From an optimization exercise on the open Yosys and OpenROAD flow, aimed at small area, a short achievable clock period and few clock cycles; shortcuts taken in it are not production practice.
RTL that was checked went through simulation tests only; none was proved equivalent to the original.
For run 1, only the layout was checked, not whether the RTL still works.
No activity file was given, so power comes from the tool's default toggle rates.

## flow/design.v (module list and top-level ports; edited modules follow where they fit)
// module md_unit_iter: 697 lines
module md_unit_iter #(
    parameter int WIDTH   = 32,
    parameter int MUL_LAT = 5
) (
    input  logic             clk,
    input  logic             reset,
    input  logic             start,
    input  logic [3:0]       op,
    input  logic [WIDTH-1:0] rs_val,
    input  logic [WIDTH-1:0] rt_val,
    input  logic             flush,
    output logic             busy,
    output logic             done,
    output logic [WIDTH-1:0] hi,
    output logic [WIDTH-1:0] lo
);
  // ...
==> flow/flow/run.sh <==
#!/bin/bash
set -euo pipefail
MARGIN=$(cat flow/margin.txt)
bash standard.sh SETUP_SLACK_MARGIN=$MARGIN REMOVE_ABC_BUFFERS=1 TNS_END_PERCENT=0 ABC_AREA=1 \
    "BUFFER_PORTS_ARGS=-buffer_cell sky130_fd_sc_hd__buf_4" finish > standard_make.log 2>&1
==> flow/flow/margin.txt <==
9.0
==> flow/standard.sh <==
#!/bin/bash
# synth_recipe.tcl (not shown) runs the flow's synth.tcl, then flattens the netlist and writes it again
# the make line also repeats each setting of config.mk as NAME=value (left out here)
make -C /OpenROAD-flow-scripts/flow DESIGN_CONFIG=/design/flow/config.mk WORK_HOME=/design/flow/orfs CLKGATE_MAP_FILE= SYNTH_SCRIPT=/design/flow/synth_recipe.tcl "${@:-finish}"
==> flow/config.mk <==
export PLATFORM = sky130hd
export DESIGN_NAME = md_unit_iter
export DESIGN_NICKNAME = md_unit_iter
export VERILOG_FILES = /design/flow/design.v
export SDC_FILE = /design/flow/constraint.sdc
export NUM_CORES = 4
export LEC_CHECK = 0
export CAP_MARGIN = 20
export CORE_MARGIN = 2
export CORE_UTILIZATION = 40
export SLEW_MARGIN = 20
==> flow/constraint.sdc <==
create_clock -name core_clock -period 13.0 [get_ports {clk}]
set_input_delay 2.6000 -clock core_clock [delete_from_list [all_inputs] [get_ports {clk}]]
set_output_delay 2.6000 -clock core_clock [all_outputs]
set_load 0.01 [all_outputs]
==> results.py, run 1 <==
metrics = {
    "place": {
        "pre_cts_ws_ns": 7.79,
        "portBuffers": 137,
    },
    "power": {
        "cellInternalPower_mw": 3.61,
        "vdd_ir_drop_max_mv": 0.159,
        "power_leader": "combinational logic",
        "power_mw": 7.56,
        "power_switching_mw": 3.95,
        "p_seq_frac": 0.181,
        "clockNetworkPower_mw": 1.10,
    },
    "critical_path": {
        "path_common_cell": "nand2_1",
        "crit_path_end": "pb[14]",
        "critPathBufInv": 4,
    },
    "grt": {
        "grt_max_degree": 82,
        "grt.busiest_layer": "met2",
        "met3_usage": 0.131,
    },
    "sta": {
        "slew_headroom": 0.219,
        "maxSlewViolCount": 0,
        "worst_pin_slew_ns": 1.17,
        "finalCriticalPeriod_ns": 4.19,
    },
    "logic_synthesis": {
        "synth-async-reset-ratio": 0.248,
        "synth_edf_count": 18,
        "synth-main-ff-cell": "dfxtp_1",
        "ys_top_cells_by_area": "fa_1, nand2_1, dfxtp_1",
        "synth_top_family_by_area": "simple AND/OR/NAND/NOR gates",
        "synth_fa_ha_area_frac": 0.189,
    },
    "hold_path": {
        "min_path_cells": 2,
    },
    "clock_tree": {
        "hold_buffers": 0,
        "postCtsSetupBuffers": 3,
        "cts_tree": "done",
    },
    "final_layout": {
        "multi_input_area_share": 0.629,
        "layout-drive-gt1-share": 0.110,
        "mostFrequentLayoutCells": "nand2_1, inv_1, nor2_1",
        "utilization": 0.453,
        "buffers": 251,
    },
    "routing": {
        "maxUsedRoutingLayer": "met5",
        "met2_length_mm": 64.0,
        "initialDrtViolationCount": 4771,
        "wl_met1_mm": 57.5,
        "wl_mm": 152,
        "drcViolationCount": 0,
    },
    "floorplan": {
        "die_y_um": 285,
        "fp-row-count": 103,
    },
    "status": {
        "status": "timing/DRC/antenna clean",
    },
}
==> module md_unit_iter, before the edit <==
module md_unit_iter #(
    parameter int WIDTH   = 32,
    parameter int MUL_LAT = 5
) (
    input  logic             clk,
    input  logic             reset,
    input  logic             start,
    input  logic [3:0]       op,
    input  logic [WIDTH-1:0] rs_val,
    input  logic [WIDTH-1:0] rt_val,
    input  logic             flush,
    output logic             busy,
    output logic             done,
    output logic [WIDTH-1:0] hi,
    output logic [WIDTH-1:0] lo
);
    localparam logic [63:0] KOFF = 64'hAAAAAAAC00000000;
    localparam logic [34:0] KROW = 35'(KOFF >> 34);
    logic        st_mul, st_mfin, st_dprep, st_diter;
    logic        busy_q, done_q;
    logic [31:0] hi_q, lo_q;
    logic [2:0]  mstep;                   
    logic [2:0]  acc_s;                   
    logic [5:0]  dcnt;                    
    logic        d_lastq;                 
    logic [32:0] xr;
    logic [34:0] ysh;
    logic        f_sub, f_dsub, a_neg, b_neg;
    logic [5:0]  b_one, b_two, b_ng;      
    logic [34:0] pa, pb;
    logic [11:0] cs, cc;                  
    logic        cy;                      
    logic in_mul, in_div, in_sgn, accept;
    always_comb begin
        in_mul = (op[3] == 1'b0) && (op[2] || !op[1]);
        in_div = (op[3:1] == 3'b001);
        in_sgn = (op[3] == 1'b0) && (op[0] == 1'b0);
    end
    assign accept = start && !flush && !busy_q;
    logic [34:0] xe, x2;
    assign xe = {xr[32], xr[32], xr};
    assign x2 = {xr[32], xr, 1'b0};
    logic [34:0] rw0, rw1, rw2, rw3, rw4, rw5, sel5;
    logic [5:0]  nb;
    function automatic logic [34:0] brow(input logic one, input logic two, input logic ng,
                                         input logic [34:0] x1, input logic [34:0] x2);
        brow = ((({35{one}} & x1) | ({35{two}} & x2)) ^ {35{ng}}) ^ {1'b1, 34'd0};
    endfunction
    assign rw0  = brow(b_one[0], b_two[0], b_ng[0], xe, x2);
    assign rw1  = brow(b_one[1], b_two[1], b_ng[1], xe, x2);
    assign rw2  = brow(b_one[2], b_two[2], b_ng[2], xe, x2);
    assign rw3  = brow(b_one[3], b_two[3], b_ng[3], xe, x2);
    assign rw4  = brow(b_one[4], b_two[4], b_ng[4], xe, x2);
    assign sel5 = brow(b_one[5], b_two[5], b_ng[5], xe, x2);
    assign rw5  = mstep[2] ? KROW : sel5;
    assign nb   = {b_ng[5] & ~mstep[2], b_ng[4:0]};
    function automatic logic [17:0] benc(input logic [12:0] g, input logic neg);
        logic [5:0] o, t, n;
        for (int r = 0; r < 6; r++) begin
            o[r] = g[2*r+1] ^ g[2*r];
            t[r] = (g[2*r+2] & ~g[2*r+1] & ~g[2*r]) | (~g[2*r+2] & g[2*r+1] & g[2*r]);
            n[r] = g[2*r+2] ^ neg;
        end
        benc = {n, t, o};
    endfunction
    logic [39:0] ar;
    assign ar = {{28{acc_s[2]}} & hi_q[31:4],
                 ({12{acc_s[0]}} & lo_q[11:0]) | ({12{acc_s[1]}} & lo_q[23:12]) |
                 ({12{acc_s[2]}} & {hi_q[3:0], lo_q[31:24]})};
    logic [45:0] sum_v, car_v;
    logic [234:0] fs, fc;
    logic [3:0] hs, hc;
    assign fs[0] = nb[0] ^ pa[0] ^ pb[0];
    assign fc[0] = (nb[0] & pa[0]) | (nb[0] & pb[0]) | (pa[0] & pb[0]);
    assign hs[0] = ar[0] ^ fs[0];
    assign hc[0] = ar[0] & fs[0];
    assign fs[1] = pa[1] ^ pb[1] ^ ar[1];
    assign fc[1] = (pa[1] & pb[1]) | (pa[1] & ar[1]) | (pb[1] & ar[1]);
    assign fs[2] = fc[0] ^ rw0[1] ^ hc[0];
    assign fc[2] = (fc[0] & rw0[1]) | (fc[0] & hc[0]) | (rw0[1] & hc[0]);
    assign fs[3] = nb[1] ^ pa[2] ^ pb[2];
    assign fc[3] = (nb[1] & pa[2]) | (nb[1] & pb[2]) | (pa[2] & pb[2]);
    assign fs[4] = ar[2] ^ fs[3] ^ rw0[2];
    assign fc[4] = (ar[2] & fs[3]) | (ar[2] & rw0[2]) | (fs[3] & rw0[2]);
    assign fs[5] = rw1[0] ^ fc[1] ^ fs[4];
    assign fc[5] = (rw1[0] & fc[1]) | (rw1[0] & fs[4]) | (fc[1] & fs[4]);
    assign fs[6] = pa[3] ^ pb[3] ^ ar[3];
    assign fc[6] = (pa[3] & pb[3]) | (pa[3] & ar[3]) | (pb[3] & ar[3]);
    assign fs[7] = fc[3] ^ rw0[3] ^ rw1[1];
    assign fc[7] = (fc[3] & rw0[3]) | (fc[3] & rw1[1]) | (rw0[3] & rw1[1]);
    assign fs[8] = fs[6] ^ fc[4] ^ fs[7];
    assign fc[8] = (fs[6] & fc[4]) | (fs[6] & fs[7]) | (fc[4] & fs[7]);
    assign fs[9] = nb[2] ^ pa[4] ^ pb[4];
    assign fc[9] = (nb[2] & pa[4]) | (nb[2] & pb[4]) | (pa[4] & pb[4]);
    assign fs[10] = ar[4] ^ fs[9] ^ rw0[4];
    assign fc[10] = (ar[4] & fs[9]) | (ar[4] & rw0[4]) | (fs[9] & rw0[4]);
    assign fs[11] = rw1[2] ^ rw2[0] ^ fc[6];
    assign fc[11] = (rw1[2] & rw2[0]) | (rw1[2] & fc[6]) | (rw2[0] & fc[6]);
    assign fs[12] = fc[7] ^ fs[10] ^ fs[11];
    assign fc[12] = (fc[7] & fs[10]) | (fc[7] & fs[11]) | (fs[10] & fs[11]);
    assign fs[13] = pa[5] ^ pb[5] ^ ar[5];
    assign fc[13] = (pa[5] & pb[5]) | (pa[5] & ar[5]) | (pb[5] & ar[5]);
    assign fs[14] = fc[9] ^ rw0[5] ^ rw1[3];
    assign fc[14] = (fc[9] & rw0[5]) | (fc[9] & rw1[3]) | (rw0[5] & rw1[3]);
    assign fs[15] = rw2[1] ^ fs[13] ^ fc[10];
    assign fc[15] = (rw2[1] & fs[13]) | (rw2[1] & fc[10]) | (fs[13] & fc[10]);
    assign fs[16] = fs[14] ^ fc[11] ^ fs[15];
    assign fc[16] = (fs[14] & fc[11]) | (fs[14] & fs[15]) | (fc[11] & fs[15]);
    assign fs[17] = nb[3] ^ pa[6] ^ pb[6];
    assign fc[17] = (nb[3] & pa[6]) | (nb[3] & pb[6]) | (pa[6] & pb[6]);
    assign fs[18] = ar[6] ^ fs[17] ^ rw0[6];
    assign fc[18] = (ar[6] & fs[17]) | (ar[6] & rw0[6]) | (fs[17] & rw0[6]);
    assign fs[19] = rw1[4] ^ rw2[2] ^ rw3[0];
    assign fc[19] = (rw1[4] & rw2[2]) | (rw1[4] & rw3[0]) | (rw2[2] & rw3[0]);
    assign fs[20] = fc[13] ^ fc[14] ^ fs[18];
    assign fc[20] = (fc[13] & fc[14]) | (fc[13] & fs[18]) | (fc[14] & fs[18]);
    assign fs[21] = fs[19] ^ fc[15] ^ fs[20];
    assign fc[21] = (fs[19] & fc[15]) | (fs[19] & fs[20]) | (fc[15] & fs[20]);
    assign fs[22] = pa[7] ^ pb[7] ^ ar[7];
    assign fc[22] = (pa[7] & pb[7]) | (pa[7] & ar[7]) | (pb[7] & ar[7]);
    assign fs[23] = fc[17] ^ rw0[7] ^ rw1[5];
    assign fc[23] = (fc[17] & rw0[7]) | (fc[17] & rw1[5]) | (rw0[7] & rw1[5]);
    assign fs[24] = rw2[3] ^ rw3[1] ^ fs[22];
    assign fc[24] = (rw2[3] & rw3[1]) | (rw2[3] & fs[22]) | (rw3[1] & fs[22]);
    assign fs[25] = fc[18] ^ fc[19] ^ fs[23];
    assign fc[25] = (fc[18] & fc[19]) | (fc[18] & fs[23]) | (fc[19] & fs[23]);
    assign fs[26] = fs[24] ^ fc[20] ^ fs[25];
    assign fc[26] = (fs[24] & fc[20]) | (fs[24] & fs[25]) | (fc[20] & fs[25]);
    assign fs[27] = nb[4] ^ pa[8] ^ pb[8];
    assign fc[27] = (nb[4] & pa[8]) | (nb[4] & pb[8]) | (pa[8] & pb[8]);
    assign fs[28] = ar[8] ^ fs[27] ^ rw0[8];
    assign fc[28] = (ar[8] & fs[27]) | (ar[8] & rw0[8]) | (fs[27] & rw0[8]);
    assign fs[29] = rw1[6] ^ rw2[4] ^ rw3[2];
    assign fc[29] = (rw1[6] & rw2[4]) | (rw1[6] & rw3[2]) | (rw2[4] & rw3[2]);
    assign fs[30] = rw4[0] ^ fc[22] ^ fc[23];
    assign fc[30] = (rw4[0] & fc[22]) | (rw4[0] & fc[23]) | (fc[22] & fc[23]);
    assign fs[31] = fs[28] ^ fs[29] ^ fc[24];
    assign fc[31] = (fs[28] & fs[29]) | (fs[28] & fc[24]) | (fs[29] & fc[24]);
    assign fs[32] = fs[30] ^ fc[25] ^ fs[31];
    assign fc[32] = (fs[30] & fc[25]) | (fs[30] & fs[31]) | (fc[25] & fs[31]);
    assign fs[33] = pa[9] ^ pb[9] ^ ar[9];
    assign fc[33] = (pa[9] & pb[9]) | (pa[9] & ar[9]) | (pb[9] & ar[9]);
    assign fs[34] = fc[27] ^ rw0[9] ^ rw1[7];
    assign fc[34] = (fc[27] & rw0[9]) | (fc[27] & rw1[7]) | (rw0[9] & rw1[7]);
    assign fs[35] = rw2[5] ^ rw3[3] ^ rw4[1];
    assign fc[35] = (rw2[5] & rw3[3]) | (rw2[5] & rw4[1]) | (rw3[3] & rw4[1]);
    assign fs[36] = fs[33] ^ fc[28] ^ fc[29];
    assign fc[36] = (fs[33] & fc[28]) | (fs[33] & fc[29]) | (fc[28] & fc[29]);
    assign fs[37] = fs[34] ^ fs[35] ^ fc[30];
    assign fc[37] = (fs[34] & fs[35]) | (fs[34] & fc[30]) | (fs[35] & fc[30]);
    assign fs[38] = fs[36] ^ fc[31] ^ fs[37];
    assign fc[38] = (fs[36] & fc[31]) | (fs[36] & fs[37]) | (fc[31] & fs[37]);
    assign fs[39] = nb[5] ^ pa[10] ^ pb[10];
    assign fc[39] = (nb[5] & pa[10]) | (nb[5] & pb[10]) | (pa[10] & pb[10]);
    assign fs[40] = ar[10] ^ fs[39] ^ rw0[10];
    assign fc[40] = (ar[10] & fs[39]) | (ar[10] & rw0[10]) | (fs[39] & rw0[10]);
    assign fs[41] = rw1[8] ^ rw2[6] ^ rw3[4];
    assign fc[41] = (rw1[8] & rw2[6]) | (rw1[8] & rw3[4]) | (rw2[6] & rw3[4]);
    assign fs[42] = rw4[2] ^ rw5[0] ^ fc[33];
    assign fc[42] = (rw4[2] & rw5[0]) | (rw4[2] & fc[33]) | (rw5[0] & fc[33]);
    assign fs[43] = fc[34] ^ fc[35] ^ fs[40];
    assign fc[43] = (fc[34] & fc[35]) | (fc[34] & fs[40]) | (fc[35] & fs[40]);
    assign fs[44] = fs[41] ^ fs[42] ^ fc[36];
    assign fc[44] = (fs[41] & fs[42]) | (fs[41] & fc[36]) | (fs[42] & fc[36]);
    assign fs[45] = fs[43] ^ fc[37] ^ fs[44];
    assign fc[45] = (fs[43] & fc[37]) | (fs[43] & fs[44]) | (fc[37] & fs[44]);
    assign fs[46] = pa[11] ^ pb[11] ^ ar[11];
    assign fc[46] = (pa[11] & pb[11]) | (pa[11] & ar[11]) | (pb[11] & ar[11]);
    assign fs[47] = fc[39] ^ rw0[11] ^ rw1[9];
    assign fc[47] = (fc[39] & rw0[11]) | (fc[39] & rw1[9]) | (rw0[11] & rw1[9]);
    assign fs[48] = rw2[7] ^ rw3[5] ^ rw4[3];
    assign fc[48] = (rw2[7] & rw3[5]) | (rw2[7] & rw4[3]) | (rw3[5] & rw4[3]);
    assign fs[49] = rw5[1] ^ fs[46] ^ fc[40];
    assign fc[49] = (rw5[1] & fs[46]) | (rw5[1] & fc[40]) | (fs[46] & fc[40]);
    assign fs[50] = fc[41] ^ fs[47] ^ fs[48];
    assign fc[50] = (fc[41] & fs[47]) | (fc[41] & fs[48]) | (fs[47] & fs[48]);
    assign fs[51] = fc[42] ^ fs[49] ^ fc[43];
    assign fc[51] = (fc[42] & fs[49]) | (fc[42] & fc[43]) | (fs[49] & fc[43]);
    assign fs[52] = fs[50] ^ fc[44] ^ fs[51];
    assign fc[52] = (fs[50] & fc[44]) | (fs[50] & fs[51]) | (fc[44] & fs[51]);
    assign fs[53] = pa[12] ^ pb[12] ^ ar[12];
    assign fc[53] = (pa[12] & pb[12]) | (pa[12] & ar[12]) | (pb[12] & ar[12]);
    assign fs[54] = rw0[12] ^ rw1[10] ^ rw2[8];
    assign fc[54] = (rw0[12] & rw1[10]) | (rw0[12] & rw2[8]) | (rw1[10] & rw2[8]);
    assign fs[55] = rw3[6] ^ rw4[4] ^ rw5[2];
    assign fc[55] = (rw3[6] & rw4[4]) | (rw3[6] & rw5[2]) | (rw4[4] & rw5[2]);
    assign fs[56] = fc[46] ^ fs[53] ^ fc[47];
    assign fc[56] = (fc[46] & fs[53]) | (fc[46] & fc[47]) | (fs[53] & fc[47]);
    assign fs[57] = fc[48] ^ fs[54] ^ fs[55];
    assign fc[57] = (fc[48] & fs[54]) | (fc[48] & fs[55]) | (fs[54] & fs[55]);
    assign fs[58] = fc[49] ^ fs[56] ^ fc[50];
    assign fc[58] = (fc[49] & fs[56]) | (fc[49] & fc[50]) | (fs[56] & fc[50]);
    assign fs[59] = fs[57] ^ fc[51] ^ fs[58];
    assign fc[59] = (fs[57] & fc[51]) | (fs[57] & fs[58]) | (fc[51] & fs[58]);
    assign fs[60] = pa[13] ^ pb[13] ^ ar[13];
    assign fc[60] = (pa[13] & pb[13]) | (pa[13] & ar[13]) | (pb[13] & ar[13]);
    assign fs[61] = rw0[13] ^ rw1[11] ^ rw2[9];
    assign fc[61] = (rw0[13] & rw1[11]) | (rw0[13] & rw2[9]) | (rw1[11] & rw2[9]);
    assign fs[62] = rw3[7] ^ rw4[5] ^ rw5[3];
    assign fc[62] = (rw3[7] & rw4[5]) | (rw3[7] & rw5[3]) | (rw4[5] & rw5[3]);
    assign fs[63] = fc[53] ^ fs[60] ^ fc[54];
    assign fc[63] = (fc[53] & fs[60]) | (fc[53] & fc[54]) | (fs[60] & fc[54]);
    assign fs[64] = fc[55] ^ fs[61] ^ fs[62];
    assign fc[64] = (fc[55] & fs[61]) | (fc[55] & fs[62]) | (fs[61] & fs[62]);
    assign fs[65] = fc[56] ^ fs[63] ^ fc[57];
    assign fc[65] = (fc[56] & fs[63]) | (fc[56] & fc[57]) | (fs[63] & fc[57]);
    assign fs[66] = fs[64] ^ fc[58] ^ fs[65];
    assign fc[66] = (fs[64] & fc[58]) | (fs[64] & fs[65]) | (fc[58] & fs[65]);
    assign fs[67] = pa[14] ^ pb[14] ^ ar[14];
    assign fc[67] = (pa[14] & pb[14]) | (pa[14] & ar[14]) | (pb[14] & ar[14]);
    assign fs[68] = rw0[14] ^ rw1[12] ^ rw2[10];
    assign fc[68] = (rw0[14] & rw1[12]) | (rw0[14] & rw2[10]) | (rw1[12] & rw2[10]);
    assign fs[69] = rw3[8] ^ rw4[6] ^ rw5[4];
    assign fc[69] = (rw3[8] & rw4[6]) | (rw3[8] & rw5[4]) | (rw4[6] & rw5[4]);
    assign fs[70] = fc[60] ^ fs[67] ^ fc[61];
    assign fc[70] = (fc[60] & fs[67]) | (fc[60] & fc[61]) | (fs[67] & fc[61]);
    assign fs[71] = fc[62] ^ fs[68] ^ fs[69];
    assign fc[71] = (fc[62] & fs[68]) | (fc[62] & fs[69]) | (fs[68] & fs[69]);
    assign fs[72] = fc[63] ^ fs[70] ^ fc[64];
    assign fc[72] = (fc[63] & fs[70]) | (fc[63] & fc[64]) | (fs[70] & fc[64]);
    assign fs[73] = fs[71] ^ fc[65] ^ fs[72];
    assign fc[73] = (fs[71] & fc[65]) | (fs[71] & fs[72]) | (fc[65] & fs[72]);
    assign fs[74] = pa[15] ^ pb[15] ^ ar[15];
    assign fc[74] = (pa[15] & pb[15]) | (pa[15] & ar[15]) | (pb[15] & ar[15]);
    assign fs[75] = rw0[15] ^ rw1[13] ^ rw2[11];
    assign fc[75] = (rw0[15] & rw1[13]) | (rw0[15] & rw2[11]) | (rw1[13] & rw2[11]);
    assign fs[76] = rw3[9] ^ rw4[7] ^ rw5[5];
    assign fc[76] = (rw3[9] & rw4[7]) | (rw3[9] & rw5[5]) | (rw4[7] & rw5[5]);
    assign fs[77] = fc[67] ^ fs[74] ^ fc[68];
    assign fc[77] = (fc[67] & fs[74]) | (fc[67] & fc[68]) | (fs[74] & fc[68]);
    assign fs[78] = fc[69] ^ fs[75] ^ fs[76];
    assign fc[78] = (fc[69] & fs[75]) | (fc[69] & fs[76]) | (fs[75] & fs[76]);
    assign fs[79] = fc[70] ^ fs[77] ^ fc[71];
    assign fc[79] = (fc[70] & fs[77]) | (fc[70] & fc[71]) | (fs[77] & fc[71]);
    assign fs[80] = fs[78] ^ fc[72] ^ fs[79];
    assign fc[80] = (fs[78] & fc[72]) | (fs[78] & fs[79]) | (fc[72] & fs[79]);
    assign fs[81] = pa[16] ^ pb[16] ^ ar[16];
    assign fc[81] = (pa[16] & pb[16]) | (pa[16] & ar[16]) | (pb[16] & ar[16]);
    assign fs[82] = rw0[16] ^ rw1[14] ^ rw2[12];
    assign fc[82] = (rw0[16] & rw1[14]) | (rw0[16] & rw2[12]) | (rw1[14] & rw2[12]);
    assign fs[83] = rw3[10] ^ rw4[8] ^ rw5[6];
    assign fc[83] = (rw3[10] & rw4[8]) | (rw3[10] & rw5[6]) | (rw4[8] & rw5[6]);
    assign fs[84] = fc[74] ^ fs[81] ^ fc[75];
    assign fc[84] = (fc[74] & fs[81]) | (fc[74] & fc[75]) | (fs[81] & fc[75]);
    assign fs[85] = fc[76] ^ fs[82] ^ fs[83];
    assign fc[85] = (fc[76] & fs[82]) | (fc[76] & fs[83]) | (fs[82] & fs[83]);
    assign fs[86] = fc[77] ^ fs[84] ^ fc[78];
    assign fc[86] = (fc[77] & fs[84]) | (fc[77] & fc[78]) | (fs[84] & fc[78]);
    assign fs[87] = fs[85] ^ fc[79] ^ fs[86];
    assign fc[87] = (fs[85] & fc[79]) | (fs[85] & fs[86]) | (fc[79] & fs[86]);
    assign fs[88] = pa[17] ^ pb[17] ^ ar[17];
    assign fc[88] = (pa[17] & pb[17]) | (pa[17] & ar[17]) | (pb[17] & ar[17]);
    assign fs[89] = rw0[17] ^ rw1[15] ^ rw2[13];
    assign fc[89] = (rw0[17] & rw1[15]) | (rw0[17] & rw2[13]) | (rw1[15] & rw2[13]);
    assign fs[90] = rw3[11] ^ rw4[9] ^ rw5[7];
    assign fc[90] = (rw3[11] & rw4[9]) | (rw3[11] & rw5[7]) | (rw4[9] & rw5[7]);
    assign fs[91] = fc[81] ^ fs[88] ^ fc[82];
    assign fc[91] = (fc[81] & fs[88]) | (fc[81] & fc[82]) | (fs[88] & fc[82]);
    assign fs[92] = fc[83] ^ fs[89] ^ fs[90];
    assign fc[92] = (fc[83] & fs[89]) | (fc[83] & fs[90]) | (fs[89] & fs[90]);
    assign fs[93] = fc[84] ^ fs[91] ^ fc[85];
    assign fc[93] = (fc[84] & fs[91]) | (fc[84] & fc[85]) | (fs[91] & fc[85]);
    assign fs[94] = fs[92] ^ fc[86] ^ fs[93];
    assign fc[94] = (fs[92] & fc[86]) | (fs[92] & fs[93]) | (fc[86] & fs[93]);
    assign fs[95] = pa[18] ^ pb[18] ^ ar[18];
    assign fc[95] = (pa[18] & pb[18]) | (pa[18] & ar[18]) | (pb[18] & ar[18]);
    assign fs[96] = rw0[18] ^ rw1[16] ^ rw2[14];
    assign fc[96] = (rw0[18] & rw1[16]) | (rw0[18] & rw2[14]) | (rw1[16] & rw2[14]);
    assign fs[97] = rw3[12] ^ rw4[10] ^ rw5[8];
    assign fc[97] = (rw3[12] & rw4[10]) | (rw3[12] & rw5[8]) | (rw4[10] & rw5[8]);
    assign fs[98] = fc[88] ^ fs[95] ^ fc[89];
    assign fc[98] = (fc[88] & fs[95]) | (fc[88] & fc[89]) | (fs[95] & fc[89]);
    assign fs[99] = fc[90] ^ fs[96] ^ fs[97];
    assign fc[99] = (fc[90] & fs[96]) | (fc[90] & fs[97]) | (fs[96] & fs[97]);
    assign fs[100] = fc[91] ^ fs[98] ^ fc[92];
    assign fc[100] = (fc[91] & fs[98]) | (fc[91] & fc[92]) | (fs[98] & fc[92]);
    assign fs[101] = fs[99] ^ fc[93] ^ fs[100];
    assign fc[101] = (fs[99] & fc[93]) | (fs[99] & fs[100]) | (fc[93] & fs[100]);
    assign fs[102] = pa[19] ^ pb[19] ^ ar[19];
    assign fc[102] = (pa[19] & pb[19]) | (pa[19] & ar[19]) | (pb[19] & ar[19]);
    assign fs[103] = rw0[19] ^ rw1[17] ^ rw2[15];
    assign fc[103] = (rw0[19] & rw1[17]) | (rw0[19] & rw2[15]) | (rw1[17] & rw2[15]);
    assign fs[104] = rw3[13] ^ rw4[11] ^ rw5[9];
    assign fc[104] = (rw3[13] & rw4[11]) | (rw3[13] & rw5[9]) | (rw4[11] & rw5[9]);
    assign fs[105] = fc[95] ^ fs[102] ^ fc[96];
    assign fc[105] = (fc[95] & fs[102]) | (fc[95] & fc[96]) | (fs[102] & fc[96]);
    assign fs[106] = fc[97] ^ fs[103] ^ fs[104];
    assign fc[106] = (fc[97] & fs[103]) | (fc[97] & fs[104]) | (fs[103] & fs[104]);
    assign fs[107] = fc[98] ^ fs[105] ^ fc[99];
    assign fc[107] = (fc[98] & fs[105]) | (fc[98] & fc[99]) | (fs[105] & fc[99]);
    assign fs[108] = fs[106] ^ fc[100] ^ fs[107];
    assign fc[108] = (fs[106] & fc[100]) | (fs[106] & fs[107]) | (fc[100] & fs[107]);
    assign fs[109] = pa[20] ^ pb[20] ^ ar[20];
    assign fc[109] = (pa[20] & pb[20]) | (pa[20] & ar[20]) | (pb[20] & ar[20]);
    assign fs[110] = rw0[20] ^ rw1[18] ^ rw2[16];
    assign fc[110] = (rw0[20] & rw1[18]) | (rw0[20] & rw2[16]) | (rw1[18] & rw2[16]);
    assign fs[111] = rw3[14] ^ rw4[12] ^ rw5[10];
    assign fc[111] = (rw3[14] & rw4[12]) | (rw3[14] & rw5[10]) | (rw4[12] & rw5[10]);
    assign fs[112] = fc[102] ^ fs[109] ^ fc[103];
    assign fc[112] = (fc[102] & fs[109]) | (fc[102] & fc[103]) | (fs[109] & fc[103]);
    assign fs[113] = fc[104] ^ fs[110] ^ fs[111];
    assign fc[113] = (fc[104] & fs[110]) | (fc[104] & fs[111]) | (fs[110] & fs[111]);
    assign fs[114] = fc[105] ^ fs[112] ^ fc[106];
    assign fc[114] = (fc[105] & fs[112]) | (fc[105] & fc[106]) | (fs[112] & fc[106]);
    assign fs[115] = fs[113] ^ fc[107] ^ fs[114];
    assign fc[115] = (fs[113] & fc[107]) | (fs[113] & fs[114]) | (fc[107] & fs[114]);
    assign fs[116] = pa[21] ^ pb[21] ^ ar[21];
    assign fc[116] = (pa[21] & pb[21]) | (pa[21] & ar[21]) | (pb[21] & ar[21]);
    assign fs[117] = rw0[21] ^ rw1[19] ^ rw2[17];
    assign fc[117] = (rw0[21] & rw1[19]) | (rw0[21] & rw2[17]) | (rw1[19] & rw2[17]);
    assign fs[118] = rw3[15] ^ rw4[13] ^ rw5[11];
    assign fc[118] = (rw3[15] & rw4[13]) | (rw3[15] & rw5[11]) | (rw4[13] & rw5[11]);
    assign fs[119] = fc[109] ^ fs[116] ^ fc[110];
    assign fc[119] = (fc[109] & fs[116]) | (fc[109] & fc[110]) | (fs[116] & fc[110]);
    assign fs[120] = fc[111] ^ fs[117] ^ fs[118];
    assign fc[120] = (fc[111] & fs[117]) | (fc[111] & fs[118]) | (fs[117] & fs[118]);
    assign fs[121] = fc[112] ^ fs[119] ^ fc[113];
    assign fc[121] = (fc[112] & fs[119]) | (fc[112] & fc[113]) | (fs[119] & fc[113]);
    assign fs[122] = fs[120] ^ fc[114] ^ fs[121];
    assign fc[122] = (fs[120] & fc[114]) | (fs[120] & fs[121]) | (fc[114] & fs[121]);
    assign fs[123] = pa[22] ^ pb[22] ^ ar[22];
    assign fc[123] = (pa[22] & pb[22]) | (pa[22] & ar[22]) | (pb[22] & ar[22]);
    assign fs[124] = rw0[22] ^ rw1[20] ^ rw2[18];
    assign fc[124] = (rw0[22] & rw1[20]) | (rw0[22] & rw2[18]) | (rw1[20] & rw2[18]);
    assign fs[125] = rw3[16] ^ rw4[14] ^ rw5[12];
    assign fc[125] = (rw3[16] & rw4[14]) | (rw3[16] & rw5[12]) | (rw4[14] & rw5[12]);
    assign fs[126] = fc[116] ^ fs[123] ^ fc[117];
    assign fc[126] = (fc[116] & fs[123]) | (fc[116] & fc[117]) | (fs[123] & fc[117]);
    assign fs[127] = fc[118] ^ fs[124] ^ fs[125];
    assign fc[127] = (fc[118] & fs[124]) | (fc[118] & fs[125]) | (fs[124] & fs[125]);
    assign fs[128] = fc[119] ^ fs[126] ^ fc[120];
    assign fc[128] = (fc[119] & fs[126]) | (fc[119] & fc[120]) | (fs[126] & fc[120]);
    assign fs[129] = fs[127] ^ fc[121] ^ fs[128];
    assign fc[129] = (fs[127] & fc[121]) | (fs[127] & fs[128]) | (fc[121] & fs[128]);
    assign fs[130] = pa[23] ^ pb[23] ^ ar[23];
    assign fc[130] = (pa[23] & pb[23]) | (pa[23] & ar[23]) | (pb[23] & ar[23]);
    assign fs[131] = rw0[23] ^ rw1[21] ^ rw2[19];
    assign fc[131] = (rw0[23] & rw1[21]) | (rw0[23] & rw2[19]) | (rw1[21] & rw2[19]);
    assign fs[132] = rw3[17] ^ rw4[15] ^ rw5[13];
    assign fc[132] = (rw3[17] & rw4[15]) | (rw3[17] & rw5[13]) | (rw4[15] & rw5[13]);
    assign fs[133] = fc[123] ^ fs[130] ^ fc[124];
    assign fc[133] = (fc[123] & fs[130]) | (fc[123] & fc[124]) | (fs[130] & fc[124]);
    assign fs[134] = fc[125] ^ fs[131] ^ fs[132];
    assign fc[134] = (fc[125] & fs[131]) | (fc[125] & fs[132]) | (fs[131] & fs[132]);
    assign fs[135] = fc[126] ^ fs[133] ^ fc[127];
    assign fc[135] = (fc[126] & fs[133]) | (fc[126] & fc[127]) | (fs[133] & fc[127]);
    assign fs[136] = fs[134] ^ fc[128] ^ fs[135];
    assign fc[136] = (fs[134] & fc[128]) | (fs[134] & fs[135]) | (fc[128] & fs[135]);
    assign fs[137] = pa[24] ^ pb[24] ^ ar[24];
    assign fc[137] = (pa[24] & pb[24]) | (pa[24] & ar[24]) | (pb[24] & ar[24]);
    assign fs[138] = rw0[24] ^ rw1[22] ^ rw2[20];
    assign fc[138] = (rw0[24] & rw1[22]) | (rw0[24] & rw2[20]) | (rw1[22] & rw2[20]);
    assign fs[139] = rw3[18] ^ rw4[16] ^ rw5[14];
    assign fc[139] = (rw3[18] & rw4[16]) | (rw3[18] & rw5[14]) | (rw4[16] & rw5[14]);
    assign fs[140] = fc[130] ^ fs[137] ^ fc[131];
    assign fc[140] = (fc[130] & fs[137]) | (fc[130] & fc[131]) | (fs[137] & fc[131]);
    assign fs[141] = fc[132] ^ fs[138] ^ fs[139];
    assign fc[141] = (fc[132] & fs[138]) | (fc[132] & fs[139]) | (fs[138] & fs[139]);
    assign fs[142] = fc[133] ^ fs[140] ^ fc[134];
    assign fc[142] = (fc[133] & fs[140]) | (fc[133] & fc[134]) | (fs[140] & fc[134]);
    assign fs[143] = fs[141] ^ fc[135] ^ fs[142];
    assign fc[143] = (fs[141] & fc[135]) | (fs[141] & fs[142]) | (fc[135] & fs[142]);
    assign fs[144] = pa[25] ^ pb[25] ^ ar[25];
    assign fc[144] = (pa[25] & pb[25]) | (pa[25] & ar[25]) | (pb[25] & ar[25]);
    assign fs[145] = rw0[25] ^ rw1[23] ^ rw2[21];
    assign fc[145] = (rw0[25] & rw1[23]) | (rw0[25] & rw2[21]) | (rw1[23] & rw2[21]);
    assign fs[146] = rw3[19] ^ rw4[17] ^ rw5[15];
    assign fc[146] = (rw3[19] & rw4[17]) | (rw3[19] & rw5[15]) | (rw4[17] & rw5[15]);
    assign fs[147] = fc[137] ^ fs[144] ^ fc[138];
    assign fc[147] = (fc[137] & fs[144]) | (fc[137] & fc[138]) | (fs[144] & fc[138]);
    assign fs[148] = fc[139] ^ fs[145] ^ fs[146];
    assign fc[148] = (fc[139] & fs[145]) | (fc[139] & fs[146]) | (fs[145] & fs[146]);
    assign fs[149] = fc[140] ^ fs[147] ^ fc[141];
    assign fc[149] = (fc[140] & fs[147]) | (fc[140] & fc[141]) | (fs[147] & fc[141]);
    assign fs[150] = fs[148] ^ fc[142] ^ fs[149];
    assign fc[150] = (fs[148] & fc[142]) | (fs[148] & fs[149]) | (fc[142] & fs[149]);
    assign fs[151] = pa[26] ^ pb[26] ^ ar[26];
    assign fc[151] = (pa[26] & pb[26]) | (pa[26] & ar[26]) | (pb[26] & ar[26]);
    assign fs[152] = rw0[26] ^ rw1[24] ^ rw2[22];
    assign fc[152] = (rw0[26] & rw1[24]) | (rw0[26] & rw2[22]) | (rw1[24] & rw2[22]);
    assign fs[153] = rw3[20] ^ rw4[18] ^ rw5[16];
    assign fc[153] = (rw3[20] & rw4[18]) | (rw3[20] & rw5[16]) | (rw4[18] & rw5[16]);
    assign fs[154] = fc[144] ^ fs[151] ^ fc[145];
    assign fc[154] = (fc[144] & fs[151]) | (fc[144] & fc[145]) | (fs[151] & fc[145]);
    assign fs[155] = fc[146] ^ fs[152] ^ fs[153];
    assign fc[155] = (fc[146] & fs[152]) | (fc[146] & fs[153]) | (fs[152] & fs[153]);
    assign fs[156] = fc[147] ^ fs[154] ^ fc[148];
    assign fc[156] = (fc[147] & fs[154]) | (fc[147] & fc[148]) | (fs[154] & fc[148]);
    assign fs[157] = fs[155] ^ fc[149] ^ fs[156];
    assign fc[157] = (fs[155] & fc[149]) | (fs[155] & fs[156]) | (fc[149] & fs[156]);
    assign fs[158] = pa[27] ^ pb[27] ^ ar[27];
    assign fc[158] = (pa[27] & pb[27]) | (pa[27] & ar[27]) | (pb[27] & ar[27]);
    assign fs[159] = rw0[27] ^ rw1[25] ^ rw2[23];
    assign fc[159] = (rw0[27] & rw1[25]) | (rw0[27] & rw2[23]) | (rw1[25] & rw2[23]);
    assign fs[160] = rw3[21] ^ rw4[19] ^ rw5[17];
    assign fc[160] = (rw3[21] & rw4[19]) | (rw3[21] & rw5[17]) | (rw4[19] & rw5[17]);
    assign fs[161] = fc[151] ^ fs[158] ^ fc[152];
    assign fc[161] = (fc[151] & fs[158]) | (fc[151] & fc[152]) | (fs[158] & fc[152]);
    assign fs[162] = fc[153] ^ fs[159] ^ fs[160];
    assign fc[162] = (fc[153] & fs[159]) | (fc[153] & fs[160]) | (fs[159] & fs[160]);
    assign fs[163] = fc[154] ^ fs[161] ^ fc[155];
    assign fc[163] = (fc[154] & fs[161]) | (fc[154] & fc[155]) | (fs[161] & fc[155]);
    assign fs[164] = fs[162] ^ fc[156] ^ fs[163];
    assign fc[164] = (fs[162] & fc[156]) | (fs[162] & fs[163]) | (fc[156] & fs[163]);
    assign fs[165] = pa[28] ^ pb[28] ^ ar[28];
    assign fc[165] = (pa[28] & pb[28]) | (pa[28] & ar[28]) | (pb[28] & ar[28]);
    assign fs[166] = rw0[28] ^ rw1[26] ^ rw2[24];
    assign fc[166] = (rw0[28] & rw1[26]) | (rw0[28] & rw2[24]) | (rw1[26] & rw2[24]);
    assign fs[167] = rw3[22] ^ rw4[20] ^ rw5[18];
    assign fc[167] = (rw3[22] & rw4[20]) | (rw3[22] & rw5[18]) | (rw4[20] & rw5[18]);
    assign fs[168] = fc[158] ^ fs[165] ^ fc[159];
    assign fc[168] = (fc[158] & fs[165]) | (fc[158] & fc[159]) | (fs[165] & fc[159]);
    assign fs[169] = fc[160] ^ fs[166] ^ fs[167];
    assign fc[169] = (fc[160] & fs[166]) | (fc[160] & fs[167]) | (fs[166] & fs[167]);
    assign fs[170] = fc[161] ^ fs[168] ^ fc[162];
    assign fc[170] = (fc[161] & fs[168]) | (fc[161] & fc[162]) | (fs[168] & fc[162]);
    assign fs[171] = fs[169] ^ fc[163] ^ fs[170];
    assign fc[171] = (fs[169] & fc[163]) | (fs[169] & fs[170]) | (fc[163] & fs[170]);
    assign fs[172] = pa[29] ^ pb[29] ^ ar[29];
    assign fc[172] = (pa[29] & pb[29]) | (pa[29] & ar[29]) | (pb[29] & ar[29]);
    assign fs[173] = rw0[29] ^ rw1[27] ^ rw2[25];
    assign fc[173] = (rw0[29] & rw1[27]) | (rw0[29] & rw2[25]) | (rw1[27] & rw2[25]);
    assign fs[174] = rw3[23] ^ rw4[21] ^ rw5[19];
    assign fc[174] = (rw3[23] & rw4[21]) | (rw3[23] & rw5[19]) | (rw4[21] & rw5[19]);
    assign fs[175] = fc[165] ^ fs[172] ^ fc[166];
    assign fc[175] = (fc[165] & fs[172]) | (fc[165] & fc[166]) | (fs[172] & fc[166]);
    assign fs[176] = fc[167] ^ fs[173] ^ fs[174];
    assign fc[176] = (fc[167] & fs[173]) | (fc[167] & fs[174]) | (fs[173] & fs[174]);
    assign fs[177] = fc[168] ^ fs[175] ^ fc[169];
    assign fc[177] = (fc[168] & fs[175]) | (fc[168] & fc[169]) | (fs[175] & fc[169]);
    assign fs[178] = fs[176] ^ fc[170] ^ fs[177];
    assign fc[178] = (fs[176] & fc[170]) | (fs[176] & fs[177]) | (fc[170] & fs[177]);
    assign fs[179] = pa[30] ^ pb[30] ^ ar[30];
    assign fc[179] = (pa[30] & pb[30]) | (pa[30] & ar[30]) | (pb[30] & ar[30]);
    assign fs[180] = rw0[30] ^ rw1[28] ^ rw2[26];
    assign fc[180] = (rw0[30] & rw1[28]) | (rw0[30] & rw2[26]) | (rw1[28] & rw2[26]);
    assign fs[181] = rw3[24] ^ rw4[22] ^ rw5[20];
    assign fc[181] = (rw3[24] & rw4[22]) | (rw3[24] & rw5[20]) | (rw4[22] & rw5[20]);
    assign fs[182] = fc[172] ^ fs[179] ^ fc[173];
    assign fc[182] = (fc[172] & fs[179]) | (fc[172] & fc[173]) | (fs[179] & fc[173]);
    assign fs[183] = fc[174] ^ fs[180] ^ fs[181];
    assign fc[183] = (fc[174] & fs[180]) | (fc[174] & fs[181]) | (fs[180] & fs[181]);
    assign fs[184] = fc[175] ^ fs[182] ^ fc[176];
    assign fc[184] = (fc[175] & fs[182]) | (fc[175] & fc[176]) | (fs[182] & fc[176]);
    assign fs[185] = fs[183] ^ fc[177] ^ fs[184];
    assign fc[185] = (fs[183] & fc[177]) | (fs[183] & fs[184]) | (fc[177] & fs[184]);
    assign fs[186] = pa[31] ^ pb[31] ^ ar[31];
    assign fc[186] = (pa[31] & pb[31]) | (pa[31] & ar[31]) | (pb[31] & ar[31]);
    assign fs[187] = rw0[31] ^ rw1[29] ^ rw2[27];
    assign fc[187] = (rw0[31] & rw1[29]) | (rw0[31] & rw2[27]) | (rw1[29] & rw2[27]);
    assign fs[188] = rw3[25] ^ rw4[23] ^ rw5[21];
    assign fc[188] = (rw3[25] & rw4[23]) | (rw3[25] & rw5[21]) | (rw4[23] & rw5[21]);
    assign fs[189] = fc[179] ^ fs[186] ^ fc[180];
    assign fc[189] = (fc[179] & fs[186]) | (fc[179] & fc[180]) | (fs[186] & fc[180]);
    assign fs[190] = fc[181] ^ fs[187] ^ fs[188];
    assign fc[190] = (fc[181] & fs[187]) | (fc[181] & fs[188]) | (fs[187] & fs[188]);
    assign fs[191] = fc[182] ^ fs[189] ^ fc[183];
    assign fc[191] = (fc[182] & fs[189]) | (fc[182] & fc[183]) | (fs[189] & fc[183]);
    assign fs[192] = fs[190] ^ fc[184] ^ fs[191];
    assign fc[192] = (fs[190] & fc[184]) | (fs[190] & fs[191]) | (fc[184] & fs[191]);
    assign fs[193] = pa[32] ^ pb[32] ^ ar[32];
    assign fc[193] = (pa[32] & pb[32]) | (pa[32] & ar[32]) | (pb[32] & ar[32]);
    assign fs[194] = rw0[32] ^ rw1[30] ^ rw2[28];
    assign fc[194] = (rw0[32] & rw1[30]) | (rw0[32] & rw2[28]) | (rw1[30] & rw2[28]);
    assign fs[195] = rw3[26] ^ rw4[24] ^ rw5[22];
    assign fc[195] = (rw3[26] & rw4[24]) | (rw3[26] & rw5[22]) | (rw4[24] & rw5[22]);
    assign fs[196] = fc[186] ^ fs[193] ^ fc[187];
    assign fc[196] = (fc[186] & fs[193]) | (fc[186] & fc[187]) | (fs[193] & fc[187]);
    assign fs[197] = fc[188] ^ fs[194] ^ fs[195];
    assign fc[197] = (fc[188] & fs[194]) | (fc[188] & fs[195]) | (fs[194] & fs[195]);
    assign fs[198] = fc[189] ^ fs[196] ^ fc[190];
    assign fc[198] = (fc[189] & fs[196]) | (fc[189] & fc[190]) | (fs[196] & fc[190]);
    assign fs[199] = fs[197] ^ fc[191] ^ fs[198];
    assign fc[199] = (fs[197] & fc[191]) | (fs[197] & fs[198]) | (fc[191] & fs[198]);
    assign fs[200] = pa[33] ^ pb[33] ^ ar[33];
    assign fc[200] = (pa[33] & pb[33]) | (pa[33] & ar[33]) | (pb[33] & ar[33]);
    assign fs[201] = rw0[33] ^ rw1[31] ^ rw2[29];
    assign fc[201] = (rw0[33] & rw1[31]) | (rw0[33] & rw2[29]) | (rw1[31] & rw2[29]);
    assign fs[202] = rw3[27] ^ rw4[25] ^ rw5[23];
    assign fc[202] = (rw3[27] & rw4[25]) | (rw3[27] & rw5[23]) | (rw4[25] & rw5[23]);
    assign fs[203] = fc[193] ^ fs[200] ^ fc[194];
    assign fc[203] = (fc[193] & fs[200]) | (fc[193] & fc[194]) | (fs[200] & fc[194]);
    assign fs[204] = fc[195] ^ fs[201] ^ fs[202];
    assign fc[204] = (fc[195] & fs[201]) | (fc[195] & fs[202]) | (fs[201] & fs[202]);
    assign fs[205] = fc[196] ^ fs[203] ^ fc[197];
    assign fc[205] = (fc[196] & fs[203]) | (fc[196] & fc[197]) | (fs[203] & fc[197]);
    assign fs[206] = fs[204] ^ fc[198] ^ fs[205];
    assign fc[206] = (fs[204] & fc[198]) | (fs[204] & fs[205]) | (fc[198] & fs[205]);
    assign fs[207] = ar[34] ^ rw0[34] ^ rw1[32];
    assign fc[207] = (ar[34] & rw0[34]) | (ar[34] & rw1[32]) | (rw0[34] & rw1[32]);
    assign fs[208] = rw2[30] ^ rw3[28] ^ rw4[26];
    assign fc[208] = (rw2[30] & rw3[28]) | (rw2[30] & rw4[26]) | (rw3[28] & rw4[26]);
    assign fs[209] = rw5[24] ^ fc[200] ^ fc[201];
    assign fc[209] = (rw5[24] & fc[200]) | (rw5[24] & fc[201]) | (fc[200] & fc[201]);
    assign fs[210] = fc[202] ^ fs[207] ^ fs[208];
    assign fc[210] = (fc[202] & fs[207]) | (fc[202] & fs[208]) | (fs[207] & fs[208]);
    assign fs[211] = fc[203] ^ fs[209] ^ fc[204];
    assign fc[211] = (fc[203] & fs[209]) | (fc[203] & fc[204]) | (fs[209] & fc[204]);
    assign fs[212] = fs[210] ^ fc[205] ^ fs[211];
    assign fc[212] = (fs[210] & fc[205]) | (fs[210] & fs[211]) | (fc[205] & fs[211]);
    assign fs[213] = ar[35] ^ rw1[33] ^ rw2[31];
    assign fc[213] = (ar[35] & rw1[33]) | (ar[35] & rw2[31]) | (rw1[33] & rw2[31]);
    assign fs[214] = rw3[29] ^ rw4[27] ^ rw5[25];
    assign fc[214] = (rw3[29] & rw4[27]) | (rw3[29] & rw5[25]) | (rw4[27] & rw5[25]);
    assign fs[215] = fc[207] ^ fc[208] ^ fs[213];
    assign fc[215] = (fc[207] & fc[208]) | (fc[207] & fs[213]) | (fc[208] & fs[213]);
    assign fs[216] = fs[214] ^ fc[209] ^ fc[210];
    assign fc[216] = (fs[214] & fc[209]) | (fs[214] & fc[210]) | (fc[209] & fc[210]);
    assign fs[217] = fs[215] ^ fc[211] ^ fs[216];
    assign fc[217] = (fs[215] & fc[211]) | (fs[215] & fs[216]) | (fc[211] & fs[216]);
    assign fs[218] = ar[36] ^ rw1[34] ^ rw2[32];
    assign fc[218] = (ar[36] & rw1[34]) | (ar[36] & rw2[32]) | (rw1[34] & rw2[32]);
    assign fs[219] = rw3[30] ^ rw4[28] ^ rw5[26];
    assign fc[219] = (rw3[30] & rw4[28]) | (rw3[30] & rw5[26]) | (rw4[28] & rw5[26]);
    assign fs[220] = fc[213] ^ fc[214] ^ fs[218];
    assign fc[220] = (fc[213] & fc[214]) | (fc[213] & fs[218]) | (fc[214] & fs[218]);
    assign fs[221] = fs[219] ^ fc[215] ^ fs[220];
    assign fc[221] = (fs[219] & fc[215]) | (fs[219] & fs[220]) | (fc[215] & fs[220]);
    assign hs[1] = fc[216] ^ fs[221];
    assign hc[1] = fc[216] & fs[221];
    assign fs[222] = ar[37] ^ rw2[33] ^ rw3[31];
    assign fc[222] = (ar[37] & rw2[33]) | (ar[37] & rw3[31]) | (rw2[33] & rw3[31]);
    assign fs[223] = rw4[29] ^ rw5[27] ^ fc[218];
    assign fc[223] = (rw4[29] & rw5[27]) | (rw4[29] & fc[218]) | (rw5[27] & fc[218]);
    assign fs[224] = fc[219] ^ fs[222] ^ fs[223];
    assign fc[224] = (fc[219] & fs[222]) | (fc[219] & fs[223]) | (fs[222] & fs[223]);
    assign fs[225] = fc[220] ^ fc[221] ^ fs[224];
    assign fc[225] = (fc[220] & fc[221]) | (fc[220] & fs[224]) | (fc[221] & fs[224]);
    assign fs[226] = ar[38] ^ rw2[34] ^ rw3[32];
    assign fc[226] = (ar[38] & rw2[34]) | (ar[38] & rw3[32]) | (rw2[34] & rw3[32]);
    assign fs[227] = rw4[30] ^ rw5[28] ^ fc[222];
    assign fc[227] = (rw4[30] & rw5[28]) | (rw4[30] & fc[222]) | (rw5[28] & fc[222]);
    assign fs[228] = fs[226] ^ fc[223] ^ fs[227];
    assign fc[228] = (fs[226] & fc[223]) | (fs[226] & fs[227]) | (fc[223] & fs[227]);
    assign hs[2] = fc[224] ^ fs[228];
    assign hc[2] = fc[224] & fs[228];
    assign fs[229] = ar[39] ^ rw3[33] ^ rw4[31];
    assign fc[229] = (ar[39] & rw3[33]) | (ar[39] & rw4[31]) | (rw3[33] & rw4[31]);
    assign fs[230] = rw5[29] ^ fc[226] ^ fs[229];
    assign fc[230] = (rw5[29] & fc[226]) | (rw5[29] & fs[229]) | (fc[226] & fs[229]);
    assign fs[231] = fc[227] ^ fs[230] ^ fc[228];
    assign fc[231] = (fc[227] & fs[230]) | (fc[227] & fc[228]) | (fs[230] & fc[228]);
    assign fs[232] = rw3[34] ^ rw4[32] ^ rw5[30];
    assign fc[232] = (rw3[34] & rw4[32]) | (rw3[34] & rw5[30]) | (rw4[32] & rw5[30]);
    assign fs[233] = fc[229] ^ fs[232] ^ fc[230];
    assign fc[233] = (fc[229] & fs[232]) | (fc[229] & fc[230]) | (fs[232] & fc[230]);
    assign fs[234] = rw4[33] ^ rw5[31] ^ fc[232];
    assign fc[234] = (rw4[33] & rw5[31]) | (rw4[33] & fc[232]) | (rw5[31] & fc[232]);
    assign hs[3] = rw4[34] ^ rw5[32];
    assign hc[3] = rw4[34] & rw5[32];
    assign sum_v = {1'b0, rw5[34], rw5[33], hs[3], fs[234], fs[233], hc[2], hs[2], hc[1], hs[1], fc[212], fc[206], fc[199], fc[192], fc[185], fc[178], fc[171], fc[164], fc[157], fc[150], fc[143], fc[136], fc[129], fc[122], fc[115], fc[108], fc[101], fc[94], fc[87], fc[80], fc[73], fc[66], fc[59], fc[52], fc[45], fc[38], fc[32], fc[26], fc[21], fc[16], fc[12], fc[8], fc[5], fc[2], fs[1], rw0[0]};
    assign car_v = {1'b0, 1'b0, hc[3], fc[234], fc[233], fc[231], fs[231], fc[225], fs[225], fc[217], fs[217], fs[212], fs[206], fs[199], fs[192], fs[185], fs[178], fs[171], fs[164], fs[157], fs[150], fs[143], fs[136], fs[129], fs[122], fs[115], fs[108], fs[101], fs[94], fs[87], fs[80], fs[73], fs[66], fs[59], fs[52], fs[45], fs[38], fs[32], fs[26], fs[21], fs[16], fs[12], fs[8], fs[5], fs[2], hs[0]};
    logic [12:0] piece;
    assign piece = {1'b0, cs} + {1'b0, cc} + 13'(cy);
    logic [39:0] mres;
    assign mres = {pa[27:0], cs} + {pb[27:0], cc} + 40'(cy);
    function automatic logic [5:0] clz32(input logic [31:0] v);
        logic [15:0] v1, p1;
        logic [7:0]  v2;
        logic [15:0] p2;
        logic [3:0]  v3;
        logic [11:0] p3;
        logic [1:0]  v4;
        logic [7:0]  p4;
        for (int i = 0; i < 16; i++) begin
            v1[i] = v[2*i+1] | v[2*i];
            p1[i] = ~v[2*i+1];
        end
        for (int i = 0; i < 8; i++) begin
            v2[i] = v1[2*i+1] | v1[2*i];
            p2[2*i +: 2] = v1[2*i+1] ? {1'b0, p1[2*i+1]} : {1'b1, p1[2*i]};
        end
        for (int i = 0; i < 4; i++) begin
            v3[i] = v2[2*i+1] | v2[2*i];
            p3[3*i +: 3] = v2[2*i+1] ? {1'b0, p2[2*(2*i+1) +: 2]} : {1'b1, p2[2*(2*i) +: 2]};
        end
        for (int i = 0; i < 2; i++) begin
            v4[i] = v3[2*i+1] | v3[2*i];
            p4[4*i +: 4] = v3[2*i+1] ? {1'b0, p3[3*(2*i+1) +: 3]} : {1'b1, p3[3*(2*i) +: 3]};
        end
        if (v4[1])
            clz32 = {2'b00, p4[7:4]};
        else if (v4[0])
            clz32 = {2'b01, p4[3:0]};
        else
            clz32 = 6'd32;
    endfunction
    function automatic logic [31:0] smear(input logic [31:0] v);
        logic [31:0] m;
        m = v;
        m = m | (m >> 1);
        m = m | (m >> 2);
        m = m | (m >> 4);
        m = m | (m >> 8);
        m = m | (m >> 16);
        smear = m;
    endfunction
    logic        q_neg, i_an, i_bn;
    logic [31:0] a_raw, b_raw, ita, itb, ima, isa;
    logic [5:0]  za_q, zb_q, s_est;
    logic        bz_q, qz_q, d_fast;
    assign a_raw  = xr[31:0];
    assign b_raw  = ysh[32:1];
    assign q_neg  = a_neg ^ b_neg;
    assign i_an   = in_sgn & rs_val[31];
    assign i_bn   = in_sgn & rt_val[31];
    assign ita    = rs_val ^ {32{i_an}};           
    assign itb    = rt_val ^ {32{i_bn}};           
    assign ima    = smear(ita);
    assign isa    = i_an ? {ima[30:0], 1'b1} : ima;
    assign s_est  = zb_q - za_q + 6'(a_neg);       
    assign d_fast = bz_q | qz_q;
    logic [34:0] dt, r_nx;
    logic        dz, d_take;
    logic [31:0] q_nx, qm_nx;
    assign dt     = pa + pb + 35'(f_dsub);
    assign dz     = (((pa ^ pb) ^ {(pa[33:0] | pb[33:0]), f_dsub}) == 35'd0);
    assign d_take = a_neg ? (dt[34] | dz) : ~dt[34];
    assign r_nx   = d_take ? dt : pa;
    assign q_nx   = {ysh[30:0], d_take};
    assign qm_nx  = d_take ? {ysh[30:0], 1'b0} : {xr[30:0], 1'b1};
    logic fin_m, fin_df, fin_dl, fin;
    assign fin_m  = st_mfin;
    assign fin_df = st_dprep & d_fast;
    assign fin_dl = st_diter & d_lastq;
    assign fin    = !flush & (fin_m | fin_df | fin_dl);
    logic        wr_hi, wr_lo, st_idle;
    logic [31:0] hi_d, lo_d;
    assign st_idle = !busy_q;
    assign wr_hi = !flush & ((accept & (op == 4'd8)) | fin_m | fin_df | fin_dl);
    assign wr_lo = !flush & ((accept & (op == 4'd9)) | fin_m | fin_df | fin_dl);
    assign hi_d  = ({32{st_idle}} & rs_val) | ({32{fin_m}} & mres[39:8]) |
                   ({32{fin_df}} & a_raw) | ({32{fin_dl}} & r_nx[31:0]);
    assign lo_d  = ({32{st_idle}} & rs_val) | ({32{fin_m}} & {mres[7:0], ysh[34:11]}) |
                   ({32{fin_df & bz_q}}) | ({32{fin_dl}} & (q_neg ? ~qm_nx : q_nx));
    always_ff @(posedge clk or negedge reset) begin
        if (!reset) begin
            st_mul   <= 1'b0;
            st_mfin  <= 1'b0;
            st_dprep <= 1'b0;
            st_diter <= 1'b0;
            busy_q   <= 1'b0;
            done_q   <= 1'b0;
            hi_q     <= '0;
            lo_q     <= '0;
        end else begin
            done_q   <= fin;
            st_mul   <= !flush & ((accept & in_mul) | (st_mul & !mstep[2]));
            st_mfin  <= !flush & st_mul & mstep[2];
            st_dprep <= !flush & accept & in_div;
            st_diter <= !flush & ((st_dprep & !d_fast) | (st_diter & !d_lastq));
            busy_q   <= !flush & ((accept & (in_mul | in_div)) | (busy_q & !fin));
            if (wr_hi)
                hi_q <= hi_d;
            if (wr_lo)
                lo_q <= lo_d;
        end
    end
    logic [12:0] g_next;
    logic [34:0] pb_al;
    assign g_next = ysh[24:12];
    assign pb_al  = ({{3{b_neg}}, b_raw} << s_est) ^ {35{f_dsub}};
    always_ff @(posedge clk) begin
        cs <= sum_v[11:0];
        cc <= car_v[11:0];
        cy <= st_mul & !mstep[0] & piece[12];
        pa <= ({35{st_mul}} & {1'b0, sum_v[45:12]}) | ({35{st_dprep}} & {{3{a_neg}}, a_raw}) |
              ({35{st_diter}} & r_nx);
        pb <= ({35{st_mul}} & {1'b0, car_v[45:12]}) |
              ({35{st_dprep}} & pb_al) | ({35{st_diter}} & {pb[34], pb[34:1]});
        ysh <= ({35{st_idle}} & {{2{in_sgn & rt_val[31]}}, rt_val, 1'b0}) |
               ({35{st_mul}} & {mstep[0] ? {12{ysh[34]}} : piece[11:0], ysh[34:12]}) |
               ({35{st_diter}} & {3'b0, q_nx});
        xr <= ({33{st_idle}} & {in_sgn & rs_val[31], rs_val}) | ({33{st_mul}} & xr) |
              {33{st_dprep}} | ({33{st_diter}} & {1'b0, qm_nx});
        {b_ng, b_two, b_one} <= st_idle ? benc({rt_val[11:0], 1'b0}, op[2] & op[1])
                                        : benc(g_next, f_sub);
        mstep <= st_idle ? 3'b001 : {mstep[1:0], 1'b0};
        acc_s <= st_idle ? {2'b0, op[2]} : {acc_s[1:0], 1'b0};
        dcnt  <= st_dprep ? s_est : dcnt - 6'd1;
        d_lastq <= st_dprep ? (s_est == 6'd0) : (dcnt == 6'd1);
        if (st_idle) begin
            za_q   <= clz32(ita);
            zb_q   <= clz32(itb);
            bz_q   <= (rt_val == 32'd0);
            qz_q   <= |(itb & ~isa);
            f_sub  <= op[2] & op[1];
            f_dsub <= ~(in_sgn & (rs_val[31] ^ rt_val[31]));
            a_neg  <= in_div & in_sgn & rs_val[31];
            b_neg  <= in_div & in_sgn & rt_val[31];
        end
    end
    assign busy = busy_q;
    assign done = done_q;
    assign hi   = hi_q;
    assign lo   = lo_q;
endmodule
==> run 2: changes to the inputs <==
--- a/flow/design.v
+++ b/flow/design.v
@@ -18,6 +18,7 @@
     localparam logic [34:0] KROW = 35'(KOFF >> 34);
     logic        st_mul, st_mfin, st_dprep, st_diter;
     logic        busy_q, done_q;
+    logic        idle_q;                  
     logic [31:0] hi_q, lo_q;
     logic [2:0]  mstep;                   
     logic [2:0]  acc_s;                   
@@ -36,7 +37,7 @@
         in_div = (op[3:1] == 3'b001);
         in_sgn = (op[3] == 1'b0) && (op[0] == 1'b0);
     end
-    assign accept = start && !flush && !busy_q;
+    assign accept = start && !flush && idle_q;
     logic [34:0] xe, x2;
     assign xe = {xr[32], xr[32], xr};
     assign x2 = {xr[32], xr, 1'b0};
@@ -585,31 +586,21 @@
         else
             clz32 = 6'd32;
     endfunction
-    function automatic logic [31:0] smear(input logic [31:0] v);
-        logic [31:0] m;
-        m = v;
-        m = m | (m >> 1);
-        m = m | (m >> 2);
-        m = m | (m >> 4);
-        m = m | (m >> 8);
-        m = m | (m >> 16);
-        smear = m;
-    endfunction
     logic        q_neg, i_an, i_bn;
-    logic [31:0] a_raw, b_raw, ita, itb, ima, isa;
+    logic [31:0] a_raw, b_raw, ita, itb;
     logic [5:0]  za_q, zb_q, s_est;
-    logic        bz_q, qz_q, d_fast;
+    logic [6:0]  s_full;
+    logic        bz_q, d_fast;
     assign a_raw  = xr[31:0];
     assign b_raw  = ysh[32:1];
     assign q_neg  = a_neg ^ b_neg;
-    assign i_an   = in_sgn & rs_val[31];
-    assign i_bn   = in_sgn & rt_val[31];
+    assign i_an   = ~op[0] & rs_val[31];
+    assign i_bn   = ~op[0] & rt_val[31];
     assign ita    = rs_val ^ {32{i_an}};           
     assign itb    = rt_val ^ {32{i_bn}};           
-    assign ima    = smear(ita);
-    assign isa    = i_an ? {ima[30:0], 1'b1} : ima;
-    assign s_est  = zb_q - za_q + 6'(a_neg);       
-    assign d_fast = bz_q | qz_q;
+    assign s_full = 7'(zb_q) - 7'(za_q) + 7'(a_neg);
+    assign s_est  = s_full[5:0];
+    assign d_fast = bz_q | s_full[6];
     logic [34:0] dt, r_nx;
     logic        dz, d_take;
     logic [31:0] q_nx, qm_nx;
@@ -626,9 +617,11 @@
     assign fin    = !flush & (fin_m | fin_df | fin_dl);
     logic        wr_hi, wr_lo, st_idle;
     logic [31:0] hi_d, lo_d;
-    assign st_idle = !busy_q;
-    assign wr_hi = !flush & ((accept & (op == 4'd8)) | fin_m | fin_df | fin_dl);
-    assign wr_lo = !flush & ((accept & (op == 4'd9)) | fin_m | fin_df | fin_dl);
+    logic        fin_any;
+    assign st_idle = idle_q;
+    assign fin_any = fin_m | fin_df | fin_dl;
+    assign wr_hi = !flush & ((start & idle_q & (op == 4'd8)) | fin_any);
+    assign wr_lo = !flush & ((start & idle_q & (op == 4'd9)) | fin_any);
     assign hi_d  = ({32{st_idle}} & rs_val) | ({32{fin_m}} & mres[39:8]) |
                    ({32{fin_df}} & a_raw) | ({32{fin_dl}} & r_nx[31:0]);
     assign lo_d  = ({32{st_idle}} & rs_val) | ({32{fin_m}} & {mres[7:0], ysh[34:11]}) |
@@ -640,6 +633,7 @@
             st_dprep <= 1'b0;
             st_diter <= 1'b0;
             busy_q   <= 1'b0;
+            idle_q   <= 1'b1;
             done_q   <= 1'b0;
             hi_q     <= '0;
             lo_q     <= '0;
@@ -650,6 +644,7 @@
             st_dprep <= !flush & accept & in_div;
             st_diter <= !flush & ((st_dprep & !d_fast) | (st_diter & !d_lastq));
             busy_q   <= !flush & ((accept & (in_mul | in_div)) | (busy_q & !fin));
+            idle_q   <= flush | !((accept & (in_mul | in_div)) | (busy_q & !fin));
             if (wr_hi)
                 hi_q <= hi_d;
             if (wr_lo)
@@ -683,7 +678,6 @@
             za_q   <= clz32(ita);
             zb_q   <= clz32(itb);
             bz_q   <= (rt_val == 32'd0);
-            qz_q   <= |(itb & ~isa);
             f_sub  <= op[2] & op[1];
             f_dsub <= ~(in_sgn & (rs_val[31] ^ rt_val[31]));
             a_neg  <= in_div & in_sgn & rs_val[31];
==> results.py, run 2 <==
metrics = {
    "critical_path": {
        "reg2reg_from": "b_one[1]",
        "critPathCaptureType": "flop",
        "arrival_ns": 4.76,
        "path_depth": 10,
        "reg2reg_depth": 10,
        "path_common_cell": "fa_1",
        "startpoint_type": "flop",
        "crit_path_end": "pb[25]",
        "rr_endpoint": "pb[25]",
        "critPathBufInv": 2,
        "required_ns": 13.47,
        "cp_slowest_cell": "o21ai_0",
        "worstPathCellList": "o21ai_0 -> xor2_1 -> fa_1 -> inv_1 -> fa_1 -> fa_1 -> inv_1 -> fa_1 -> o22ai_1 -> a31o_1",
        "rrSetupSlack_ns": 8.70,
    },
    "final_layout": {
        "mostFrequentLayoutCells": "nand2_1, inv_1, nand3_1",
        "layout-drive-gt1-share": 0.0861,
        "utilization": 0.446,
        "final_cells": 5435,
        "top_regs": "pa: 35 flops, pb: 35 flops, ysh: 35 flops",
        "nNetsFinal": 4780,
        "layout_commonest_cell": "nand2_1",
    },
    "routing": {
        "initialDrtViolationCount": 4415,
        "routed_via_density": 5.98,
        "drt_first_pass_iters": 6,
        "via_count": 32500,
        "drcViolationCount": 0,
        "ant_nets": 0,
        "wl_mm": 147,
    },
    "logic_synthesis": {
        "syn_area_um2": 30700,
        "synth_top_cell_area_share": 0.157,
        "synth.distinct_cells": 62,
        "ys_top_cells_by_area": "fa_1, dfxtp_1, nand2_1",
        "synth_edf_count": 17,
        "yosysMostFrequentCell": "nand2_1",
        "synth-async-reset-ratio": 0.252,
        "syn_area_per_cell_um2": 6.97,
        "synth-main-ff-cell": "dfxtp_1",
    },
    "grt": {
        "grt_max_degree": 66,
        "antenna_found_initial": 13,
        "grt_overflow": 0,
        "grt_pass1_vias": 30600,
        "grt_util_all_layers": 0.368,
    },
    "sta": {
        "maxSlewViolCount": 0,
        "rsz0062_at_grt": "true",
        "worst_pin_slew_ns": 1.14,
        "fin_skew_ns": 0.0352,
        "finalCriticalPeriod_ns": 4.30,
        "slew_headroom": 0.229,
        "hold-worst-slack_ns": 0.409,
        "tns_ns": 0,
        "setup_slack_ns": 8.70,
    },
    "clock_tree": {
        "clkLatencyLatePin_ns": 0.61,
        "cts_max_level": 2,
        "cts.sink_count": 282,
        "clkSlewWorstSetupHoldPaths_ns": 0.06,
        "cts_tree": "done",
    },
    "floorplan": {
        "die_y_um": 281,
        "start_util": 0.404,
        "fp.dieArea_um2": 78900,
        "fp-row-count": 101,
        "ios": 138,
    },
    "power": {
        "p_leak_nw": 15.3,
        "vdd_ir_drop_max_mv": 0.137,
        "p_per_area_nw_per_um2": 240,
        "power_mw": 8.11,
    },
    "place": {
        "dp_hpwl_mm": 113,
        "portBuffers": 137,
        "placed_cell_area_um2": 32200,
        "gp_congestion": 1.03,
        "pre_cts_ws_ns": 7.24,
    },
    "status": {
        "status": "timing/DRC/antenna clean",
    },
}
## run 2: timing repair
action	4_1_cts	5_1_grt
endpoints found under the setup margin	172	173
hold buffers	0	0
setup buffers	11	15
pin swaps	5	3
cloned	6	2
resized for setup	19	28
## run 2: report_power, final
| part | total, mW | switching (mW) | leakage [nW] | internal (mW) |
|---|---|---|---|---|
| combinational | 5.62 | 3.56 | 12.1 | 2.05 |
| clock | 1.08 | 0.477 | 0.601 | 0.602 |
| sequential | 1.42 | 0.299 | 2.62 | 1.12 |
| total | 8.11 | 4.34 | 15.3 | 3.77 |
## run 2: logic make-up (layout without fill, tap and decap cells)
logic type | Yosys count | after routing | share of synthesized area
muxes | 6 | 6 | 0.00196
AOI/OAI and AO/OA | 949 | 949 | 0.187
buffers and inverters | 888 | 888 | 0.112
other | 0 | 5 | 0
adders and majority gates | 337 | 337 | 0.196
DFF | 282 | 282 | 0.201
xor gates and xnor gates | 249 | 249 | 0.0716
and+or+nand+nor | 1687 | 1689 | 0.229
## run 2: final cells by class
class	instances	area, um2
repair inverters	6	37.5
repair buffers	209	1610
clock buffers	52	1060
diodes	5	12.5
well taps	1030	1290
clock inverters	16	174
inverters	605	2310
multi-input cells	3230	21200
flip-flops and latches	282	6180
fillers	8003	42100
## run 2: layer usage
metal,GRT usage,share of wire
met5,0,0.00069
met4,0.218,0.073
met3,0.130,0.13
met2,0.544,0.42
met1,0.460,0.38
## run 2: worst min-delay path by stage
stage	start	end	depth (start not counted)
floorplan	mstep[1]	mstep[2]	2
global placement	mstep[1]	mstep[2]	2
detailed placement	mstep[1]	mstep[2]	2
CTS	mstep[1]	mstep[2]	2
global route	mstep[1]	mstep[2]	2
finish	mstep[1]	mstep[2]	2
## run 2: tightest hold or removal path: cells and delay by family (launching register included)
kind / cells / cell delay, ns
buf+inv: 1 / 0.04
flops: 1 / 0.30
simple gates: 1 / 0.03
Testbench counts of run 2, summed over its fixed seeds: cycles 15,759.

Re-timed with assumed drivers on the ports (clkbuf_16 on the clock, buf_2 on other inputs), run 2 has 8.705 ns of setup slack against 8.705 ns with ideal ports, and 8.273 ns once port delays also move by the mid clock arrival of 0.659 ns.
